Background: an optimization exercise with open tools, aiming at small area. Do not read the settings as production practice. In this exercise RTL edits were held to simulation tests only and were not proved equivalent to the original. Power and IR drop assume default switching activity.

cedar:
## idct_dequant_loader
module idct_dequant_loader #(
   parameter int WIN   = 12,    
   parameter int WCOEF = 12,    
   parameter int WQ    = 8      
)
(
   input  logic                    clk,
   input  logic                    rst,
   input  logic                    s_valid,
   output logic                    s_ready,
   input  logic signed [WCOEF-1:0] s_coef,
   input  logic                    s_last,
   input  logic                    q_we,
   input  logic [5:0]              q_addr,
   input  logic [WQ-1:0]           q_data,
   output logic [64*WIN-1:0]       out_block,
   output logic                    out_valid,
   output logic [15:0]             blk_count
);
Size in the first run: ~2,100 flip-flops, ~820 I/O pins.
==> flow/config.mk <==
export PLATFORM = sky130hd
export DESIGN_NAME = idct_dequant_loader
export DESIGN_NICKNAME = idct_dequant_loader
export VERILOG_FILES = /design/flow/design.v
export SDC_FILE = /design/flow/constraint.sdc
export NUM_CORES = 4
export LEC_CHECK = 0
export CAP_MARGIN = 10
export CORE_MARGIN = 2
export CORE_UTILIZATION = 70
export CTS_BUF_LIST = sky130_fd_sc_hd__clkbuf_8
export CTS_CLUSTER_DIAMETER = 80
export CTS_CLUSTER_SIZE = 18
export PLACE_DENSITY = 0.72
export SLEW_MARGIN = 10
export SYNTH_HIERARCHICAL = 1
export SYNTH_MINIMUM_KEEP_SIZE = 0
==> flow/constraint.sdc <==
create_clock -name core_clock -period 10.0 [get_ports {clk}]
set_input_delay 2.0000 -clock core_clock [delete_from_list [all_inputs] [get_ports {clk}]]
set_output_delay 2.0000 -clock core_clock [all_outputs]
set_load 0.01 [all_outputs]
standard.sh (not shown) runs the stock make flow with config.mk's settings and CLKGATE_MAP_FILE= SYNTH_SCRIPT=/design/flow/synth_recipe.tcl, a recipe that flattens the netlist after the stock synthesis.
==> flow/flow/run.sh <==
#!/bin/bash
# The standard layout (the standard.sh: standard synthesis, floorplan,
# placement, CTS, routing) with two knobs the flow settings do not reach:
# port buffers use the smallest buffer cell, and CTS inserts no dummy loads
# (clock tree: clkbuf_8, clusters of up to 18 sinks within 80 um).
set -euo pipefail
export BUFFER_PORTS_ARGS="-buffer_cell sky130_fd_sc_hd__buf_1"
export CTS_ARGS="-sink_clustering_enable -repair_clock_nets -buf_list sky130_fd_sc_hd__clkbuf_8 -sink_clustering_size 18 -sink_clustering_max_diameter 80 -dont_use_dummy_load"
bash standard.sh finish > standard_flow.log 2>&1
Relative to cedar, the following input files were edited for tundra:
- CTS_CLUSTER_SIZE now 16, was 18
==> flow/flow/run.sh <==
#!/bin/bash
# The standard layout (the standard.sh: standard synthesis, floorplan,
# placement, CTS, routing) with two knobs the flow settings do not reach:
# port buffers use the smallest buffer cell, and CTS inserts no dummy loads
# (clock tree: clkbuf_8, clusters of up to 16 sinks within 80 um).
set -euo pipefail
export BUFFER_PORTS_ARGS="-buffer_cell sky130_fd_sc_hd__buf_1"
export CTS_ARGS="-sink_clustering_enable -repair_clock_nets -buf_list sky130_fd_sc_hd__clkbuf_8 -sink_clustering_size 16 -sink_clustering_max_diameter 80 -dont_use_dummy_load"
bash standard.sh finish > standard_flow.log 2>&1
--- outcome ---
The flow did not stop early for cedar: all stages ran, and the layout cleared the timing, DRC and antenna checks. The final layout from tundra, which completed every stage, passed the timing, DRC and antenna checks at the end of the flow. As far as detailed-route wire length is concerned, cedar and tundra perform about the same. Comparing tundra against cedar, there is no change at all in total placed cells including tap cells. Comparing cedar with tundra, the maximum frequency came out essentially unchanged. Net load switching power in tundra is 0.33% higher than in cedar. Changes observed in tundra relative to cedar: non-clock buffer contribution to total cell area stayed essentially flat, met1 capacity usage during global routing climbed 0.20 points, via count held steady, non-clock buffer count about even. Looking only at post-layout minimum cycle time, and setting everything else aside, the higher value of tundra and cedar goes to tundra.

* * *

Another version of the RTL of idct_dequant_loader (not shown whole).
Size in the first run: roughly 5,200 cells after synthesis, ~820 I/O pins, roughly 66,000 um2 of cells after synthesis.
==> flow/config.mk <==
export PLATFORM = sky130hd
export DESIGN_NAME = idct_dequant_loader
export DESIGN_NICKNAME = idct_dequant_loader
export VERILOG_FILES = /design/flow/design.v
export SDC_FILE = /design/flow/constraint.sdc
export NUM_CORES = 4
export LEC_CHECK = 0
export CAP_MARGIN = 20
export CORE_MARGIN = 2
export CORE_UTILIZATION = 70
export CTS_BUF_LIST = sky130_fd_sc_hd__clkbuf_16
export CTS_CLUSTER_DIAMETER = 100
export CTS_CLUSTER_SIZE = 20
export PLACE_DENSITY = 0.72
export SLEW_MARGIN = 20
export SYNTH_HIERARCHICAL = 1
export SYNTH_MINIMUM_KEEP_SIZE = 0
==> flow/constraint.sdc <==
create_clock -name core_clock -period 10.0 [get_ports {clk}]
set_input_delay 2.0000 -clock core_clock [delete_from_list [all_inputs] [get_ports {clk}]]
set_output_delay 2.0000 -clock core_clock [all_outputs]
set_load 0.01 [all_outputs]
==> flow/flow/run.sh <==
#!/bin/bash
# The standard layout (the standard.sh: standard synthesis, floorplan,
# placement, CTS, routing) with two knobs the flow settings do not reach:
# port buffers use the smallest buffer cell, and CTS inserts no dummy loads
# (clock tree: clkbuf_16, clusters of up to 20 sinks within 100 um).
set -euo pipefail
export BUFFER_PORTS_ARGS="-buffer_cell sky130_fd_sc_hd__buf_1"
export CTS_ARGS="-sink_clustering_enable -repair_clock_nets -buf_list sky130_fd_sc_hd__clkbuf_16 -sink_clustering_size 20 -sink_clustering_max_diameter 100 -dont_use_dummy_load"
bash standard.sh finish > standard_flow.log 2>&1
==> next run, changes <==
==> flow/flow/run.sh (replaced) <==
#!/bin/bash
# The standard layout (the standard.sh: standard synthesis, floorplan,
# placement, CTS, routing) with two knobs the flow settings do not reach:
# port buffers use the smallest buffer cell, and CTS inserts no dummy loads
# (clock tree: clkbuf_8, clusters of up to 14 sinks within 80 um).
set -euo pipefail
export BUFFER_PORTS_ARGS="-buffer_cell sky130_fd_sc_hd__buf_1"
export CTS_ARGS="-sink_clustering_enable -repair_clock_nets -buf_list sky130_fd_sc_hd__clkbuf_8 -sink_clustering_size 14 -sink_clustering_max_diameter 80 -dont_use_dummy_load"
bash standard.sh finish > standard_flow.log 2>&1
Settings changed: CAP_MARGIN 20 to 10, CTS_BUF_LIST sky130_fd_sc_hd__clkbuf_16 to sky130_fd_sc_hd__clkbuf_8, CTS_CLUSTER_DIAMETER 100 to 80, CTS_CLUSTER_SIZE 20 to 14, SLEW_MARGIN 20 to 10.
Result:
- global-route usage stays flat
- final cell count grows by 0.69%
- final area came out lower by 0.80%
- power came out lower by 3.5%
==> next run, changes <==
==> flow/flow/run.sh (replaced) <==
#!/bin/bash
# The standard layout (the standard.sh: standard synthesis, floorplan,
# placement, CTS, routing) with two knobs the flow settings do not reach:
# port buffers use the smallest buffer cell, and CTS inserts no dummy loads
# (clock tree: clkbuf_16, clusters of up to 20 sinks within 100 um).
set -euo pipefail
export BUFFER_PORTS_ARGS="-buffer_cell sky130_fd_sc_hd__buf_1"
export CTS_ARGS="-sink_clustering_enable -repair_clock_nets -buf_list sky130_fd_sc_hd__clkbuf_16 -sink_clustering_size 20 -sink_clustering_max_diameter 100 -dont_use_dummy_load"
bash standard.sh finish > standard_flow.log 2>&1
Settings changed: CAP_MARGIN 10 to 20, CORE_UTILIZATION 70 to 65, CTS_BUF_LIST sky130_fd_sc_hd__clkbuf_8 to sky130_fd_sc_hd__clkbuf_16, CTS_CLUSTER_DIAMETER 80 to 100, CTS_CLUSTER_SIZE 14 to 20, PLACE_DENSITY 0.72 to unset, SLEW_MARGIN 10 to 20.
Result: Design area rises by 1.3%. First-iteration DRC count went down by 13%. Clock power grows by 14%. Final cell count went up by 1.3%.
==> next run, changes <==
==> flow/flow/run.sh (replaced) <==
#!/bin/bash
# The standard layout (the standard.sh: standard synthesis, floorplan,
# placement, CTS, routing) with two knobs the flow settings do not reach:
# port buffers use the smallest buffer cell, and CTS inserts no dummy loads
# (clock tree: clkbuf_16, clusters of up to 24 sinks within 100 um).
set -euo pipefail
export BUFFER_PORTS_ARGS="-buffer_cell sky130_fd_sc_hd__buf_1"
export CTS_ARGS="-sink_clustering_enable -repair_clock_nets -buf_list sky130_fd_sc_hd__clkbuf_16 -sink_clustering_size 24 -sink_clustering_max_diameter 100 -dont_use_dummy_load"
bash standard.sh finish > standard_flow.log 2>&1
Settings changed: CAP_MARGIN 20 to 10, CTS_CLUSTER_SIZE 20 to 24, SLEW_MARGIN 20 to 10.
Die area is unchanged.
Sequential cell count is unchanged.
Clock skew went down by 0.015 ns.
Design area is lower slightly.
Total power is lower by a few percent.
Sequential power is about the same.
Synthesized cell count is unchanged.
Global-route usage barely changes.
==> next run, changes <==
==> flow/run.sh (new file) <==
#!/bin/bash
# synth_recipe.tcl (not shown) runs the flow's synth.tcl, then flattens the netlist and writes it again
# the make line also repeats each setting of config.mk as NAME=value (left out here)
make -C /OpenROAD-flow-scripts/flow DESIGN_CONFIG=/design/flow/config.mk WORK_HOME=/design/flow/orfs CLKGATE_MAP_FILE= SYNTH_SCRIPT=/design/flow/synth_recipe.tcl finish
Settings changed: CAP_MARGIN 10 to 20, CTS_CLUSTER_SIZE 24 to 20, SLEW_MARGIN 10 to 20.
removed: flow/flow/run.sh
removed: flow/standard.sh
What happened:
- register-to-register slack stays flat
- final cell count climbs by 0.49%
- non-clock buffer count increases by 14
- routed wire length came out higher by 2.8%
- setup slack loses 0.0077 ns
- total power is higher by 3.1%
- clock-buffer cell count climbs by 18

* * *

Setup of old:
idct_dequant_loader, a different RTL version from the one above (not shown whole).
Size in the first run: ~4600 cells after synthesis, roughly 72000 um^2 of cells after synthesis.
make LEC_CHECK=0 CAP_MARGIN=20 CORE_MARGIN=2 CORE_UTILIZATION=40 SLEW_MARGIN=20 finish   # period 10.0 ns
run.sh (not shown) runs the stock make flow with config.mk's settings and CLKGATE_MAP_FILE= SYNTH_SCRIPT=/design/flow/synth_recipe.tcl, a recipe that flattens the netlist after the stock synthesis.
Stock flow here: none of the scripts above is used.
diff inputs: old => new
Settings: CTS_BUF_LIST now sky130_fd_sc_hd__clkbuf_4, previously not set; CORE_UTILIZATION now 60, was 40.
==> flow/flow/run.sh (new file) <==
#!/bin/bash
# The standard layout (the standard.sh: standard synthesis, floorplan,
# placement, CTS, routing), with two knobs the flow settings do not reach:
# port buffers use the smallest buffer cell, and CTS inserts no dummy loads.
set -euo pipefail
export BUFFER_PORTS_ARGS="-buffer_cell sky130_fd_sc_hd__buf_1"
export CTS_ARGS="-sink_clustering_enable -repair_clock_nets -buf_list ${CTS_BUF_LIST:-sky130_fd_sc_hd__clkbuf_4} -dont_use_dummy_load"
bash standard.sh finish > standard_flow.log 2>&1
==> flow/standard.sh (new file) <==
#!/bin/bash
# synth_recipe.tcl (not shown) runs the flow's synth.tcl, then flattens the netlist and writes it again
# the make line also repeats each setting of config.mk as NAME=value (left out here)
make -C /OpenROAD-flow-scripts/flow DESIGN_CONFIG=/design/flow/config.mk WORK_HOME=/design/flow/orfs CLKGATE_MAP_FILE= SYNTH_SCRIPT=/design/flow/synth_recipe.tcl "${@:-finish}"
removed: flow/run.sh
### Flow results
In new relative to old, number of clock buffers in the layout had gone up by more than half.
The first-pass iteration count of the detailed router reported for new is greater than that of old by 3.
Per the comparison of new with old, die area went down, wire length of the first global-routing pass went down.
Comparing new against old, there is no change at all in number of stages on the worst hold path.
new and old ended up with nearly the same fmax.
new vs old: number of placed instances with taps included down in new

* * *

rev 12:
Another version of the RTL of idct_dequant_loader (not shown whole).
Size in the first run: roughly 5100 cells after synthesis, roughly 2100 flip-flops, ~67000 um2 of cells after synthesis.
Settings: LEC_CHECK=0, CAP_MARGIN=10, CORE_MARGIN=2, CORE_UTILIZATION=76, CTS_BUF_LIST=sky130_fd_sc_hd__clkbuf_8, CTS_CLUSTER_DIAMETER=80, CTS_CLUSTER_SIZE=16, PLACE_DENSITY=0.8, SLEW_MARGIN=10, SYNTH_HIERARCHICAL=1, SYNTH_MINIMUM_KEEP_SIZE=0; clock period 10.0 ns.
standard.sh (not shown) runs the stock make flow with config.mk's settings and CLKGATE_MAP_FILE= SYNTH_SCRIPT=/design/flow/synth_recipe.tcl, a recipe that flattens the netlist after the stock synthesis.
==> flow/flow/run.sh <==
#!/bin/bash
# The standard layout (the standard.sh: standard synthesis, floorplan,
# placement, CTS, routing) with two knobs the flow settings do not reach:
# port buffers use the smallest buffer cell, and CTS inserts no dummy loads
# (clock tree: clkbuf_8, clusters of up to 16 sinks within 80 um).
set -euo pipefail
export BUFFER_PORTS_ARGS="-buffer_cell sky130_fd_sc_hd__buf_1"
export CTS_ARGS="-sink_clustering_enable -repair_clock_nets -buf_list sky130_fd_sc_hd__clkbuf_8 -sink_clustering_size 16 -sink_clustering_max_diameter 80 -dont_use_dummy_load"
bash standard.sh finish > standard_flow.log 2>&1
In summary, rev 12 completed successfully, with a layout that passed the timing, DRC and antenna checks.
> inputs changed (rev 12 -> rev 13)
Settings: CORE_UTILIZATION changed from 76 to 70; PLACE_DENSITY changed from 0.8 to 0.72.
## What came out
Summary of rev 13 over rev 12: clock-cell share of area saw little to no change; worst hold slack fell 17 ps; combinational fraction of design power went down 0.4 points. On post-placement worst setup slack, rev 13 does better than rev 12. Rev 13 gives less half-perimeter wire length after detailed placement than rev 12 did. Wire: rev 13 routes less than rev 12. Comparing rev 13 with rev 12, the area share of buffers outside the clock network came out essentially unchanged. Across both runs, part of the total power dissipated in the clock network was higher for rev 13 than for rev 12.

* * *

Setup of v26:
idct_dequant_loader, a different RTL version from the one above (not shown whole).
Size: roughly 5,100 cells after synthesis, ~2,100 flip-flops, about 820 I/O pins, about 0.066 sq mm of cells after synthesis.
Settings: LEC_CHECK=0, CAP_MARGIN=10, CORE_MARGIN=2, CORE_UTILIZATION=70, CTS_BUF_LIST=sky130_fd_sc_hd__clkbuf_8, CTS_CLUSTER_DIAMETER=80, CTS_CLUSTER_SIZE=16, PLACE_DENSITY=0.72, SLEW_MARGIN=10, SYNTH_HIERARCHICAL=1, SYNTH_MINIMUM_KEEP_SIZE=0; clock period 10.0 ns.
Scripts as last shown in full above: flow/flow/run.sh
### v26 -> v2
- changing CTS_CLUSTER_SIZE from 16 to 18
==> flow/flow/run.sh <==
#!/bin/bash
# The standard layout (the standard.sh: standard synthesis, floorplan,
# placement, CTS, routing) with two knobs the flow settings do not reach:
# port buffers use the smallest buffer cell, and CTS inserts no dummy loads
# (clock tree: clkbuf_8, clusters of up to 18 sinks within 80 um).
set -euo pipefail
export BUFFER_PORTS_ARGS="-buffer_cell sky130_fd_sc_hd__buf_1"
export CTS_ARGS="-sink_clustering_enable -repair_clock_nets -buf_list sky130_fd_sc_hd__clkbuf_8 -sink_clustering_size 18 -sink_clustering_max_diameter 80 -dont_use_dummy_load"
bash standard.sh finish > standard_flow.log 2>&1
--- outcome ---
Going from v26 to v2, the highest attainable clock frequency was found to have gone down by 0.40%.
What v2 reported for total CTS buffers has to be multiplied by 1.10 to get the figure for v26.
On aggregate routed wire length, v2 and v26 are basically level.
The final non-filler cell total of v26 and that of v2 are within noise of each other.

-- afterwards: timing with drivers on the ports --
The flow's constraints put no driver on any port. The routed layouts listed below were extracted and timed again, unchanged, in two steps. Step 1 (the two cells are an assumption about what drives the block):
set clk [get_ports {clk}]
set_driving_cell -lib_cell sky130_fd_sc_hd__clkbuf_16 $clk
set_driving_cell -lib_cell sky130_fd_sc_hd__buf_2 [delete_from_list [all_inputs] $clk]
Step 2 moves the port delays by t, midway between the first and last clock arrival at a register: inputs arrive t later, outputs are due t later. That takes back most of the time a late clock gives input paths. Three values: ideal ports, drivers, drivers and shift; two values: the first two.
run | t (ns) | setup WS [ns] | hold slack, ns
cedar | 0.942 | 0.921 / 0.921 / 0.857 | 0.445 / 0.445 / 0.445
tundra | 0.923 | 0.895 / 0.895 / 0.832 | 0.471 / 0.471 / 0.471
the first run of note 2 | 0.788 | 0.288 / 0.288 / 0.288 | 0.472 / 0.472 / 0.472
the second run of note 2 | 0.951 | 0.316 / 0.316 / 0.316 | 0.446 / 0.446 / 0.446
the third run of note 2 | 0.810 | 0.294 / 0.294 / 0.294 | 0.465 / 0.465 / 0.465
the fourth run of note 2 | 0.780 | 0.362 / 0.362 / 0.362 | 0.470 / 0.470 / 0.470
the fifth run of note 2 | 0.807 | 0.354 / 0.354 / 0.354 | 0.466 / 0.466 / 0.466
old | 0.921 | 0.456 / 0.457 / 0.457 | 0.405 / 0.405 / 0.405
new | 1.312 | 0.429 / 0.429 / 0.429 | 0.382 / 0.382 / 0.382
rev 12 | 0.903 | 0.723 / 0.723 / 0.723 | 0.463 / 0.463 / 0.463
rev 13 | 0.943 | 0.840 / 0.840 / 0.840 | 0.446 / 0.446 / 0.446
v26 | 0.912 | 0.869 / 0.869 / 0.855 | 0.427 / 0.427 / 0.427
v2 | 0.916 | 0.832 / 0.832 / 0.832 | 0.433 / 0.433 / 0.433
After both steps every run listed still meets setup and hold. The setup slack of cedar, which loses most, moves by 0.000 ns with the drivers and by -0.064 ns with both steps.
